What follows belongs to an exercise in optimizing a design on an open flow for small area, a short achievable clock period and few clock cycles per item; a production flow would make more cautious choices.
Where RTL was checked, it was by simulation tests only, not by an equivalence proof against the original.

==> pepper <==
==> flow/design.v <==
`default_nettype none
package mips_isa_pkg;
   typedef logic [32-1:0] word_t;
   typedef logic [4:0] reg_num_t;
   typedef logic [4:0] shamt_t;
   typedef logic [15:0] imm16_t;
   typedef enum logic [5:0] {
      OP_RTYPE = 6'h00,
      OP_ADDI  = 6'h08,
      OP_ADDIU = 6'h09,
      OP_SLTI  = 6'h0a,
      OP_SLTIU = 6'h0b,
      OP_ANDI  = 6'h0c,
      OP_ORI   = 6'h0d,
      OP_XORI  = 6'h0e,
      OP_LUI   = 6'h0f
   } opcode_e;
   typedef enum logic [5:0] {
      FN_SLL  = 6'h00,
      FN_SRL  = 6'h02,
      FN_SRA  = 6'h03,
      FN_SLLV = 6'h04,
      FN_SRLV = 6'h06,
      FN_SRAV = 6'h07,
      FN_ADD  = 6'h20,
      FN_ADDU = 6'h21,
      FN_SUB  = 6'h22,
      FN_SUBU = 6'h23,
      FN_AND  = 6'h24,
      FN_OR   = 6'h25,
      FN_XOR  = 6'h26,
      FN_NOR  = 6'h27,
      FN_SLT  = 6'h2a,
      FN_SLTU = 6'h2b
   } funct_e;
endpackage
`default_nettype wire
`default_nettype none
package core_pkg;
   typedef struct packed {
      logic sum;
      logic logic_op;
      logic lt;
      logic shift;
   } res_sel_t;
   typedef struct packed {
      res_sel_t  sel;
      logic      sub;
      logic      lt_unsigned;
      logic [1:0] logic_fn;
      logic      shift_left;
      logic      shift_arith;
   } exec_ctrl_t;
endpackage
`default_nettype wire
`default_nettype none
module mips_decode
(
   input  mips_isa_pkg::word_t    inst,
   output logic                   known,
   output logic                   a_shamt,
   output logic                   a_zero,
   output logic                   use_imm,
   output mips_isa_pkg::word_t    imm_b,
   output mips_isa_pkg::reg_num_t dest,
   output core_pkg::exec_ctrl_t   ctrl
);
   logic [5:0] opcode;
   logic [5:0] funct;
   logic       rtype;
   logic [15:0] imm;
   assign opcode = inst[31:26];
   assign funct  = inst[5:0];
   assign rtype  = (opcode == 6'h00);
   assign imm    = inst[15:0];
   always_comb begin
      known   = 1'b0;
      a_shamt = 1'b0;
      a_zero  = 1'b0;
      use_imm = !rtype;
      ctrl    = '0;
      if (rtype) begin
         case (funct)
            mips_isa_pkg::FN_SLL, mips_isa_pkg::FN_SRL, mips_isa_pkg::FN_SRA,
            mips_isa_pkg::FN_SLLV, mips_isa_pkg::FN_SRLV, mips_isa_pkg::FN_SRAV: begin
               known            = 1'b1;
               a_shamt          = !funct[2];
               ctrl.sel.shift   = 1'b1;
               ctrl.shift_left  = !funct[1];
               ctrl.shift_arith = funct[0];
            end
            mips_isa_pkg::FN_ADD, mips_isa_pkg::FN_ADDU: begin
               known        = 1'b1;
               ctrl.sel.sum = 1'b1;
            end
            mips_isa_pkg::FN_SUB, mips_isa_pkg::FN_SUBU: begin
               known        = 1'b1;
               ctrl.sel.sum = 1'b1;
               ctrl.sub     = 1'b1;
            end
            mips_isa_pkg::FN_AND, mips_isa_pkg::FN_OR,
            mips_isa_pkg::FN_XOR, mips_isa_pkg::FN_NOR: begin
               known             = 1'b1;
               ctrl.sel.logic_op = 1'b1;
               ctrl.logic_fn     = funct[1:0];
            end
            mips_isa_pkg::FN_SLT, mips_isa_pkg::FN_SLTU: begin
               known            = 1'b1;
               ctrl.sel.lt      = 1'b1;
               ctrl.sub         = 1'b1;
               ctrl.lt_unsigned = funct[0];
            end
            default: ;
         endcase
      end else begin
         case (opcode)
            mips_isa_pkg::OP_ADDI, mips_isa_pkg::OP_ADDIU: begin
               known        = 1'b1;
               ctrl.sel.sum = 1'b1;
            end
            mips_isa_pkg::OP_SLTI, mips_isa_pkg::OP_SLTIU: begin
               known            = 1'b1;
               ctrl.sel.lt      = 1'b1;
               ctrl.sub         = 1'b1;
               ctrl.lt_unsigned = opcode[0];
            end
            mips_isa_pkg::OP_ANDI, mips_isa_pkg::OP_ORI, mips_isa_pkg::OP_XORI: begin
               known             = 1'b1;
               ctrl.sel.logic_op = 1'b1;
               ctrl.logic_fn     = opcode[1:0];
            end
            mips_isa_pkg::OP_LUI: begin
               known        = 1'b1;
               a_zero       = 1'b1;
               ctrl.sel.sum = 1'b1;
            end
            default: ;
         endcase
      end
   end
   always_comb begin
      if (opcode[2:0] == 3'b111) begin
         imm_b = {imm, 16'h0000};
      end else if (opcode[2]) begin
         imm_b = {16'h0000, imm};
      end else begin
         imm_b = {{16{imm[15]}}, imm};
      end
   end
   assign dest = rtype ? inst[15:11] : inst[20:16];
endmodule
`default_nettype wire
`default_nettype none
module regfile
(
   input  logic     clk,
   input  logic     arst_n,
   input  mips_isa_pkg::reg_num_t rd_num,
   output mips_isa_pkg::word_t    rd_data,
   input  mips_isa_pkg::reg_num_t wr_num,
   input  mips_isa_pkg::word_t    wr_data,
   input  logic     wr_en
);
   mips_isa_pkg::word_t regs [1:32-1];
   logic [32-1:1] written_q;
   logic [32-1:0] written;
   mips_isa_pkg::word_t rd_raw;
   always_ff @(posedge clk or negedge arst_n) begin
      if (!arst_n) begin
         written_q <= '0;
      end else if (wr_en && (wr_num != '0)) begin
         written_q[wr_num] <= 1'b1;
      end
   end
   always_ff @(posedge clk) begin
      if (wr_en && (wr_num != '0)) begin
         regs[wr_num] <= wr_data;
      end
   end
   assign written = {written_q, 1'b0};
   assign rd_raw  = regs[rd_num];
   assign rd_data = written[rd_num] ? rd_raw : '0;
endmodule
`default_nettype wire
`default_nettype none
module issue_stage
(
   input  logic     clk,
   input  logic     arst_n,
   input  logic     inst_req,
   input  mips_isa_pkg::word_t    inst,
   output logic     inst_ack,
   output logic     except,
   output mips_isa_pkg::reg_num_t rd_num,
   input  mips_isa_pkg::word_t    rd_data,
   input  logic     ex_valid,
   input  logic     ex_written,
   input  logic     ex_leave,
   input  mips_isa_pkg::reg_num_t ex_dest,
   input  mips_isa_pkg::word_t    ex_result,
   output logic     push,
   output mips_isa_pkg::word_t    op_a,
   output mips_isa_pkg::word_t    op_b,
   output mips_isa_pkg::reg_num_t op_dest,
   output core_pkg::exec_ctrl_t   op_ctrl
);
   logic                   s1_q;
   logic                   s2_q;
   mips_isa_pkg::word_t    ir_q;
   mips_isa_pkg::reg_num_t rd_num_q;
   mips_isa_pkg::word_t    a_q;
   logic                   ir_free;
   logic                   accept;
   logic                   s1_adv;
   logic                   fwd;
   logic                   in_known;
   logic                   known;
   logic                   a_shamt;
   logic                   a_zero;
   logic                   use_imm;
   mips_isa_pkg::word_t    imm_b;
   mips_decode i_in_decode (
      .inst    (inst),
      .known   (in_known),
      .a_shamt (),
      .a_zero  (),
      .use_imm (),
      .imm_b   (),
      .dest    (),
      .ctrl    ()
   );
   mips_decode i_ir_decode (
      .inst    (ir_q),
      .known   (known),
      .a_shamt (a_shamt),
      .a_zero  (a_zero),
      .use_imm (use_imm),
      .imm_b   (imm_b),
      .dest    (op_dest),
      .ctrl    (op_ctrl)
   );
   assign ir_free = !s1_q && (!s2_q || !ex_valid);
   assign accept  = inst_req && !inst_ack && ir_free;
   assign s1_adv  = s1_q && (!ex_valid || ex_leave);
   assign push    = s2_q && !ex_valid;
   assign fwd = ex_valid && !ex_written && (ex_dest != '0) && (ex_dest == ir_q[25:21]);
   assign rd_num = rd_num_q;
   assign op_a   = a_q;
   assign op_b   = use_imm ? imm_b : rd_data;
   always_ff @(posedge clk or negedge arst_n) begin
      if (!arst_n) begin
         inst_ack <= 1'b0;
         except   <= 1'b0;
         s1_q     <= 1'b0;
         s2_q     <= 1'b0;
      end else begin
         if (accept) begin
            inst_ack <= 1'b1;
         end else if (!inst_req) begin
            inst_ack <= 1'b0;
         end
         if (inst_req && !in_known) begin
            except <= 1'b1;
         end
         if (accept) begin
            s1_q <= 1'b1;
         end else if (s1_adv) begin
            s1_q <= 1'b0;
         end
         if (s1_adv) begin
            s2_q <= known;
         end else if (push) begin
            s2_q <= 1'b0;
         end
      end
   end
   always_ff @(posedge clk) begin
      if (ir_free) begin
         ir_q     <= inst;
         rd_num_q <= inst[25:21];
      end else if (s1_q && !s1_adv) begin
         rd_num_q <= ir_q[25:21];
      end else begin
         rd_num_q <= ir_q[20:16];
      end
      if (s1_adv) begin
         if (a_shamt) begin
            a_q <= {27'd0, ir_q[10:6]};
         end else if (a_zero) begin
            a_q <= '0;
         end else if (fwd) begin
            a_q <= ex_result;
         end else begin
            a_q <= rd_data;
         end
      end
   end
endmodule
`default_nettype wire
`default_nettype none
module execute_stage
(
   input  logic       clk,
   input  logic       arst_n,
   input  logic       push,
   input  mips_isa_pkg::word_t    op_a,
   input  mips_isa_pkg::word_t    op_b,
   input  mips_isa_pkg::reg_num_t op_dest,
   input  core_pkg::exec_ctrl_t   op_ctrl,
   input  logic       wb_ack,
   output logic       valid,
   output logic       written,
   output logic       leave,
   output mips_isa_pkg::reg_num_t dest,
   output mips_isa_pkg::word_t    result,
   output logic       wr_en,
   output logic       wb_req,
   output mips_isa_pkg::reg_num_t wb_dest,
   output mips_isa_pkg::word_t    wb_value
);
   core_pkg::exec_ctrl_t ctrl_q;
   mips_isa_pkg::word_t  b_q;
   mips_isa_pkg::word_t  a;
   mips_isa_pkg::word_t  b;
   logic [32:0]          sum;
   logic                 lt;
   mips_isa_pkg::word_t  logic_res;
   mips_isa_pkg::word_t  shift_in;
   mips_isa_pkg::word_t  shift_out;
   mips_isa_pkg::word_t  shift_res;
   logic                 fill;
   assign a = op_a;
   assign b = b_q;
   assign sum = {1'b0, a} + {1'b0, b ^ {32{ctrl_q.sub}}} + {32'd0, ctrl_q.sub};
   assign lt = (a[31] ^ b[31]) ? (ctrl_q.lt_unsigned ? b[31] : a[31]) : sum[31];
   always_comb begin
      case (ctrl_q.logic_fn)
         2'b00:   logic_res = a & b;
         2'b01:   logic_res = a | b;
         2'b10:   logic_res = a ^ b;
         default: logic_res = ~(a | b);
      endcase
   end
   always_comb begin
      for (int i = 0; i < 32; i++) begin
         shift_in[i] = ctrl_q.shift_left ? b[31-i] : b[i];
      end
   end
   assign fill = ctrl_q.shift_arith & b[31];
   always_comb begin
      logic [63:0] wide;
      wide      = {{32{fill}}, shift_in} >> a[4:0];
      shift_out = wide[31:0];
   end
   always_comb begin
      for (int i = 0; i < 32; i++) begin
         shift_res[i] = ctrl_q.shift_left ? shift_out[31-i] : shift_out[i];
      end
   end
   always_comb begin
      result = '0;
      if (ctrl_q.sel.sum)      result = result | sum[31:0];
      if (ctrl_q.sel.logic_op) result = result | logic_res;
      if (ctrl_q.sel.lt)       result = result | {31'd0, lt};
      if (ctrl_q.sel.shift)    result = result | shift_res;
   end
   assign leave = valid && !wb_req && !wb_ack;
   assign wr_en = valid && !written;
   always_ff @(posedge clk or negedge arst_n) begin
      if (!arst_n) begin
         valid   <= 1'b0;
         written <= 1'b0;
         wb_req  <= 1'b0;
      end else begin
         if (push) begin
            valid   <= 1'b1;
            written <= 1'b0;
         end else if (leave) begin
            valid   <= 1'b0;
         end else if (valid) begin
            written <= 1'b1;
         end
         if (wb_req) begin
            if (wb_ack) begin
               wb_req <= 1'b0;
            end
         end else if (valid && !wb_ack) begin
            wb_req <= 1'b1;
         end
      end
   end
   always_ff @(posedge clk) begin
      if (push) begin
         ctrl_q <= op_ctrl;
         b_q    <= op_b;
         dest   <= op_dest;
      end
      if (!wb_req) begin
         wb_dest  <= dest;
         wb_value <= result;
      end
   end
endmodule
`default_nettype wire
`default_nettype none
module mips_arith_core
(
   input  logic       clk,
   input  logic       arst_n,
   input  logic       inst_req,
   input  mips_isa_pkg::word_t      inst,
   output logic       inst_ack,
   output logic       wb_req,
   output mips_isa_pkg::reg_num_t   wb_dest,
   output mips_isa_pkg::word_t      wb_value,
   input  logic       wb_ack,
   output logic       except
);
   mips_isa_pkg::reg_num_t rd_num;
   mips_isa_pkg::word_t    rd_data;
   logic                   ex_valid;
   logic                   ex_written;
   logic                   ex_leave;
   mips_isa_pkg::reg_num_t ex_dest;
   mips_isa_pkg::word_t    ex_result;
   logic                   wr_en;
   logic                   push;
   mips_isa_pkg::word_t    op_a;
   mips_isa_pkg::word_t    op_b;
   mips_isa_pkg::reg_num_t op_dest;
   core_pkg::exec_ctrl_t   op_ctrl;
   issue_stage i_issue_stage (
      .clk        (clk),
      .arst_n     (arst_n),
      .inst_req   (inst_req),
      .inst       (inst),
      .inst_ack   (inst_ack),
      .except     (except),
      .rd_num     (rd_num),
      .rd_data    (rd_data),
      .ex_valid   (ex_valid),
      .ex_written (ex_written),
      .ex_leave   (ex_leave),
      .ex_dest    (ex_dest),
      .ex_result  (ex_result),
      .push       (push),
      .op_a       (op_a),
      .op_b       (op_b),
      .op_dest    (op_dest),
      .op_ctrl    (op_ctrl)
   );
   regfile i_regfile (
      .clk     (clk),
      .arst_n  (arst_n),
      .rd_num  (rd_num),
      .rd_data (rd_data),
      .wr_num  (ex_dest),
      .wr_data (ex_result),
      .wr_en   (wr_en)
   );
   execute_stage i_execute_stage (
      .clk      (clk),
      .arst_n   (arst_n),
      .push     (push),
      .op_a     (op_a),
      .op_b     (op_b),
      .op_dest  (op_dest),
      .op_ctrl  (op_ctrl),
      .wb_ack   (wb_ack),
      .valid    (ex_valid),
      .written  (ex_written),
      .leave    (ex_leave),
      .dest     (ex_dest),
      .result   (ex_result),
      .wr_en    (wr_en),
      .wb_req   (wb_req),
      .wb_dest  (wb_dest),
      .wb_value (wb_value)
   );
endmodule
`default_nettype wire
`default_nettype none
module mips_arith_top (
   input  wire        clk,
   input  wire        arst_n,
   input  wire        inst_req,
   input  wire [31:0] inst,
   output wire        inst_ack,
   output wire        wb_req,
   output wire [4:0]  wb_dest,
   output wire [31:0] wb_value,
   input  wire        wb_ack,
   output wire        except
);
   mips_arith_core i_core (
      .clk      (clk),
      .arst_n   (arst_n),
      .inst_req (inst_req),
      .inst     (inst),
      .inst_ack (inst_ack),
      .wb_req   (wb_req),
      .wb_dest  (wb_dest),
      .wb_value (wb_value),
      .wb_ack   (wb_ack),
      .except   (except)
   );
endmodule
`default_nettype wire
==> flow/run.sh <==
#!/bin/bash
# synth_recipe.tcl (not shown) runs the flow's synth.tcl, then flattens the netlist and writes it again
# the make line also repeats each setting of config.mk as NAME=value (left out here)
make -C /OpenROAD-flow-scripts/flow DESIGN_CONFIG=/design/flow/config.mk WORK_HOME=/design/flow/orfs CLKGATE_MAP_FILE= SYNTH_SCRIPT=/design/flow/synth_recipe.tcl finish
==> flow/config.mk <==
export PLATFORM = sky130hd
export DESIGN_NAME = mips_arith_top
export DESIGN_NICKNAME = mips_arith_top
export VERILOG_FILES = /design/flow/design.v
export SDC_FILE = /design/flow/constraint.sdc
export NUM_CORES = 4
export LEC_CHECK = 0
export CAP_MARGIN = 20
export CORE_MARGIN = 2
export CORE_UTILIZATION = 25
export PLACE_DENSITY = 0.5
export SLEW_MARGIN = 20
==> flow/constraint.sdc <==
create_clock -name core_clock -period 8.0 [get_ports {clk}]
set_input_delay 1.6000 -clock core_clock [delete_from_list [all_inputs] [get_ports {clk}]]
set_output_delay 1.6000 -clock core_clock [all_outputs]
set_load 0.01 [all_outputs]
==> raven: changes against pepper <==
--- a/flow/design.v
+++ b/flow/design.v
@@ -42,5 +42,6 @@
       logic logic_op;
       logic lt;
-      logic shift;
+      logic shift_right;
+      logic shift_left;
    } res_sel_t;
    typedef struct packed {
@@ -49,5 +50,4 @@
       logic      lt_unsigned;
       logic [1:0] logic_fn;
-      logic      shift_left;
       logic      shift_arith;
    } exec_ctrl_t;
@@ -86,6 +86,6 @@
                known            = 1'b1;
                a_shamt          = !funct[2];
-               ctrl.sel.shift   = 1'b1;
-               ctrl.shift_left  = !funct[1];
+               ctrl.sel.shift_left  = !funct[1];
+               ctrl.sel.shift_right = funct[1];
                ctrl.shift_arith = funct[0];
             end
@@ -156,5 +156,5 @@
    input  logic     clk,
    input  logic     arst_n,
-   input  mips_isa_pkg::reg_num_t rd_num,
+   input  mips_isa_pkg::reg_num_t rd_num_next,
    output mips_isa_pkg::word_t    rd_data,
    input  mips_isa_pkg::reg_num_t wr_num,
@@ -165,5 +165,4 @@
    logic [32-1:1] written_q;
    logic [32-1:0] written;
-   mips_isa_pkg::word_t rd_raw;
    always_ff @(posedge clk or negedge arst_n) begin
       if (!arst_n) begin
@@ -179,6 +178,17 @@
    end
    assign written = {written_q, 1'b0};
-   assign rd_raw  = regs[rd_num];
-   assign rd_data = written[rd_num] ? rd_raw : '0;
+   logic [32-1:1] rd_sel_q;
+   always_ff @(posedge clk) begin
+      for (int i = 1; i < 32; i++) begin
+         rd_sel_q[i] <= (rd_num_next == i[4:0]) &&
+                        (written[i] || (wr_en && (wr_num == i[4:0])));
+      end
+   end
+   always_comb begin
+      rd_data = '0;
+      for (int i = 1; i < 32; i++) begin
+         rd_data = rd_data | (regs[i] & {32{rd_sel_q[i]}});
+      end
+   end
 endmodule
 `default_nettype wire
@@ -192,13 +202,14 @@
    output logic     inst_ack,
    output logic     except,
-   output mips_isa_pkg::reg_num_t rd_num,
+   output mips_isa_pkg::reg_num_t rd_num_next,
    input  mips_isa_pkg::word_t    rd_data,
    input  logic     ex_valid,
-   input  logic     ex_written,
    input  logic     ex_leave,
-   input  mips_isa_pkg::reg_num_t ex_dest,
-   input  mips_isa_pkg::word_t    ex_result,
+   input  logic     wr_pend,
+   input  mips_isa_pkg::reg_num_t wr_num,
+   input  mips_isa_pkg::word_t    wr_data,
    output logic     push,
    output mips_isa_pkg::word_t    op_a,
+   output logic [4:0] op_shamt,
    output mips_isa_pkg::word_t    op_b,
    output mips_isa_pkg::reg_num_t op_dest,
@@ -208,10 +219,12 @@
    logic                   s2_q;
    mips_isa_pkg::word_t    ir_q;
-   mips_isa_pkg::reg_num_t rd_num_q;
    mips_isa_pkg::word_t    a_q;
+   logic [4:0]             shamt_q;
    logic                   ir_free;
    logic                   accept;
    logic                   s1_adv;
-   logic                   fwd;
+   logic                   fwd_rs;
+   logic                   fwd_rt;
+   logic                   a_fix;
    logic                   in_known;
    logic                   known;
@@ -244,8 +257,29 @@
    assign s1_adv  = s1_q && (!ex_valid || ex_leave);
    assign push    = s2_q && !ex_valid;
-   assign fwd = ex_valid && !ex_written && (ex_dest != '0) && (ex_dest == ir_q[25:21]);
-   assign rd_num = rd_num_q;
-   assign op_a   = a_q;
-   assign op_b   = use_imm ? imm_b : rd_data;
+   assign fwd_rs = wr_pend && (wr_num != '0) && (wr_num == ir_q[25:21]);
+   assign fwd_rt = wr_pend && (wr_num != '0) && (wr_num == ir_q[20:16]);
+   assign a_fix  = push && fwd_rs && !a_shamt && !a_zero;
+   always_comb begin
+      if (ir_free) begin
+         rd_num_next = inst[25:21];
+      end else if (s1_q && !s1_adv) begin
+         rd_num_next = ir_q[25:21];
+      end else begin
+         rd_num_next = ir_q[20:16];
+      end
+   end
+   assign op_a     = a_q;
+   assign op_shamt = shamt_q;
+   always_comb begin
+      mips_isa_pkg::word_t b;
+      b = use_imm ? imm_b : (fwd_rt ? wr_data : rd_data);
+      for (int i = 0; i < 32; i++) begin
+         if (op_ctrl.sel.shift_left) begin
+            op_b[i] = b[31-i];
+         end else begin
+            op_b[i] = b[i] ^ op_ctrl.sub;
+         end
+      end
+   end
    always_ff @(posedge clk or negedge arst_n) begin
       if (!arst_n) begin
@@ -277,10 +311,5 @@
    always_ff @(posedge clk) begin
       if (ir_free) begin
-         ir_q     <= inst;
-         rd_num_q <= inst[25:21];
-      end else if (s1_q && !s1_adv) begin
-         rd_num_q <= ir_q[25:21];
-      end else begin
-         rd_num_q <= ir_q[20:16];
+         ir_q <= inst;
       end
       if (s1_adv) begin
@@ -289,9 +318,22 @@
          end else if (a_zero) begin
             a_q <= '0;
-         end else if (fwd) begin
-            a_q <= ex_result;
+         end else if (fwd_rs) begin
+            a_q <= wr_data;
          end else begin
             a_q <= rd_data;
          end
+      end else if (a_fix) begin
+         a_q <= wr_data;
+      end
+      if (s1_adv && (op_ctrl.sel.shift_left || op_ctrl.sel.shift_right)) begin
+         if (a_shamt) begin
+            shamt_q <= ir_q[10:6];
+         end else if (fwd_rs) begin
+            shamt_q <= wr_data[4:0];
+         end else begin
+            shamt_q <= rd_data[4:0];
+         end
+      end else if (a_fix && (op_ctrl.sel.shift_left || op_ctrl.sel.shift_right)) begin
+         shamt_q <= wr_data[4:0];
       end
    end
@@ -305,4 +347,5 @@
    input  logic       push,
    input  mips_isa_pkg::word_t    op_a,
+   input  logic [4:0] op_shamt,
    input  mips_isa_pkg::word_t    op_b,
    input  mips_isa_pkg::reg_num_t op_dest,
@@ -310,9 +353,7 @@
    input  logic       wb_ack,
    output logic       valid,
-   output logic       written,
    output logic       leave,
-   output mips_isa_pkg::reg_num_t dest,
-   output mips_isa_pkg::word_t    result,
-   output logic       wr_en,
+   output logic       wr_pend,
+   output mips_isa_pkg::reg_num_t wr_num,
    output logic       wb_req,
    output mips_isa_pkg::reg_num_t wb_dest,
@@ -320,18 +361,20 @@
 );
    core_pkg::exec_ctrl_t ctrl_q;
+   mips_isa_pkg::reg_num_t dest;
+   mips_isa_pkg::word_t  result;
    mips_isa_pkg::word_t  b_q;
    mips_isa_pkg::word_t  a;
    mips_isa_pkg::word_t  b;
-   logic [32:0]          sum;
+   mips_isa_pkg::word_t  sum;
+   logic                 b_sign;
    logic                 lt;
    mips_isa_pkg::word_t  logic_res;
-   mips_isa_pkg::word_t  shift_in;
-   mips_isa_pkg::word_t  shift_out;
    mips_isa_pkg::word_t  shift_res;
    logic                 fill;
    assign a = op_a;
    assign b = b_q;
-   assign sum = {1'b0, a} + {1'b0, b ^ {32{ctrl_q.sub}}} + {32'd0, ctrl_q.sub};
-   assign lt = (a[31] ^ b[31]) ? (ctrl_q.lt_unsigned ? b[31] : a[31]) : sum[31];
+   assign sum = a + b + {31'd0, ctrl_q.sub};
+   assign b_sign = !b[31];
+   assign lt = (a[31] ^ b_sign) ? (ctrl_q.lt_unsigned ? b_sign : a[31]) : sum[31];
    always_comb begin
       case (ctrl_q.logic_fn)
@@ -342,43 +385,33 @@
       endcase
    end
-   always_comb begin
-      for (int i = 0; i < 32; i++) begin
-         shift_in[i] = ctrl_q.shift_left ? b[31-i] : b[i];
-      end
-   end
    assign fill = ctrl_q.shift_arith & b[31];
    always_comb begin
       logic [63:0] wide;
-      wide      = {{32{fill}}, shift_in} >> a[4:0];
-      shift_out = wide[31:0];
+      wide      = {{32{fill}}, b} >> op_shamt;
+      shift_res = wide[31:0];
    end
    always_comb begin
+      result = '0;
+      if (ctrl_q.sel.sum)         result = result | sum;
+      if (ctrl_q.sel.logic_op)    result = result | logic_res;
+      if (ctrl_q.sel.lt)          result = result | {31'd0, lt};
+      if (ctrl_q.sel.shift_right) result = result | shift_res;
       for (int i = 0; i < 32; i++) begin
-         shift_res[i] = ctrl_q.shift_left ? shift_out[31-i] : shift_out[i];
+         if (ctrl_q.sel.shift_left) result[i] = result[i] | shift_res[31-i];
       end
    end
-   always_comb begin
-      result = '0;
-      if (ctrl_q.sel.sum)      result = result | sum[31:0];
-      if (ctrl_q.sel.logic_op) result = result | logic_res;
-      if (ctrl_q.sel.lt)       result = result | {31'd0, lt};
-      if (ctrl_q.sel.shift)    result = result | shift_res;
-   end
    assign leave = valid && !wb_req && !wb_ack;
-   assign wr_en = valid && !written;
    always_ff @(posedge clk or negedge arst_n) begin
       if (!arst_n) begin
          valid   <= 1'b0;
-         written <= 1'b0;
+         wr_pend <= 1'b0;
          wb_req  <= 1'b0;
       end else begin
          if (push) begin
-            valid   <= 1'b1;
-            written <= 1'b0;
+            valid <= 1'b1;
          end else if (leave) begin
-            valid   <= 1'b0;
-         end else if (valid) begin
-            written <= 1'b1;
+            valid <= 1'b0;
          end
+         wr_pend <= leave;
          if (wb_req) begin
             if (wb_ack) begin
@@ -396,4 +429,7 @@
          dest   <= op_dest;
       end
+      if (leave) begin
+         wr_num <= dest;
+      end
       if (!wb_req) begin
          wb_dest  <= dest;
@@ -417,14 +453,13 @@
    output logic       except
 );
-   mips_isa_pkg::reg_num_t rd_num;
+   mips_isa_pkg::reg_num_t rd_num_next;
    mips_isa_pkg::word_t    rd_data;
    logic                   ex_valid;
-   logic                   ex_written;
    logic                   ex_leave;
-   mips_isa_pkg::reg_num_t ex_dest;
-   mips_isa_pkg::word_t    ex_result;
-   logic                   wr_en;
+   logic                   wr_pend;
    logic                   push;
    mips_isa_pkg::word_t    op_a;
+   logic [4:0]             op_shamt;
+   mips_isa_pkg::reg_num_t wr_num;
    mips_isa_pkg::word_t    op_b;
    mips_isa_pkg::reg_num_t op_dest;
@@ -437,13 +472,14 @@
       .inst_ack   (inst_ack),
       .except     (except),
-      .rd_num     (rd_num),
+      .rd_num_next (rd_num_next),
       .rd_data    (rd_data),
       .ex_valid   (ex_valid),
-      .ex_written (ex_written),
       .ex_leave   (ex_leave),
-      .ex_dest    (ex_dest),
-      .ex_result  (ex_result),
+      .wr_pend    (wr_pend),
+      .wr_num     (wr_num),
+      .wr_data    (wb_value),
       .push       (push),
       .op_a       (op_a),
+      .op_shamt   (op_shamt),
       .op_b       (op_b),
       .op_dest    (op_dest),
@@ -453,9 +489,9 @@
       .clk     (clk),
       .arst_n  (arst_n),
-      .rd_num  (rd_num),
+      .rd_num_next (rd_num_next),
       .rd_data (rd_data),
-      .wr_num  (ex_dest),
-      .wr_data (ex_result),
-      .wr_en   (wr_en)
+      .wr_num  (wr_num),
+      .wr_data (wb_value),
+      .wr_en   (wr_pend)
    );
    execute_stage i_execute_stage (
@@ -464,4 +500,5 @@
       .push     (push),
       .op_a     (op_a),
+      .op_shamt (op_shamt),
       .op_b     (op_b),
       .op_dest  (op_dest),
@@ -469,9 +506,7 @@
       .wb_ack   (wb_ack),
       .valid    (ex_valid),
-      .written  (ex_written),
       .leave    (ex_leave),
-      .dest     (ex_dest),
-      .result   (ex_result),
-      .wr_en    (wr_en),
+      .wr_pend  (wr_pend),
+      .wr_num   (wr_num),
       .wb_req   (wb_req),
       .wb_dest  (wb_dest),
--- a/flow/config.mk
+++ b/flow/config.mk
@@ -8,5 +8,9 @@
 export CAP_MARGIN = 20
 export CORE_MARGIN = 2
-export CORE_UTILIZATION = 25
-export PLACE_DENSITY = 0.5
+export CORE_UTILIZATION = 45
+export CTS_CLUSTER_DIAMETER = 80
+export CTS_CLUSTER_SIZE = 24
+export PLACE_DENSITY = 0.6
+export SETUP_SLACK_MARGIN = 5
 export SLEW_MARGIN = 20
+export TNS_END_PERCENT = 10
==> flow_summary.ini <==
[status]
status = complete, no violations

[routing]
routed-wl-met3_mm = 9.48
wl_met2_mm = 83.6

[cells_and_area]
clkbuf_count = 139
n_all_buffers = 165
layout_common_cells = 1140 x edfxtp_1, 335 x mux4_2, 227 x nand2_1, 165 x nor2_1, 138 x mux2i_1
seqAreaFraction = 0.567
nets = 3522

[yosys]
syn_avg_cell_area_um2 = 16.4
muxShareOfSynthArea = 0.171
ys_seq_elements = 1183

[setup_path]
worstPathMaxFanout = 35
endpoint = i_core.i_issue_stage.a_q[28]

[pwr]
power_frac_comb = 0.128

[grt]
antenna_found_initial = 8
That was pepper.
==> flow_summary.ini <==
[status]
status = complete, no violations

[cells_and_area]
nets = 3826
n_all_buffers = 285
layout_common_cells = 1150 x edfxtp_1, 342 x a22oi_1, 226 x nand2_1, 171 x nor2_1, 158 x buf_4
seqAreaFraction = 0.625
bufAreaShareNonClock = 0.0517

[setup_path]
worstPathMaxFanout = 20
r2r-start = i_core.i_regfile.rd_sel_q[16]
endpoint = i_core.i_execute_stage.b_q[3]

[yosys]
muxShareOfSynthArea = 0.0258
synth-xor-area-share = 0.00598
synthTopCellsByCount = 1150 x edfxtp_1, 342 x a22oi_1, 227 x nand2_1

[routing]
routed-wl-met3_mm = 21.2

[grt]
grt_pass1_wl_mm = 259

[pwr]
power_frac_comb = 0.096
That was raven.
Testbench counts of pepper, summed over its fixed seeds: cycles 4,824, insts 2,400.
Only the layout flow was run in raven; the RTL was not checked for function there.

==> afterwards: timing with drivers on the ports <==
Ports are ideal in the flow. The routed layouts listed here were re-timed in OpenROAD.
Step 1 assumes that a clkbuf_16 drives the clock port and a buf_2 every other input.
Step 2 adds t to the input delays and takes it off the output delays; t is the mean of the earliest and latest rising clock arrival at the registers after step 1. Input paths then give back, and output paths get back, about the clock's delay inside the block.
a / b / c = ideal ports / drivers / drivers and shift; a / b = the first two.
run	t, ns	setup slack, ns	cell pins on the clock port's net
pepper	0.827	3.044 / 3.044 / 3.044	1
raven	0.797	4.710 / 4.660 / 4.082	1
After both steps every run listed still meets setup and hold. For raven, which loses most, drivers alone change the setup slack by -0.050 ns; drivers and shift together by -0.628 ns.
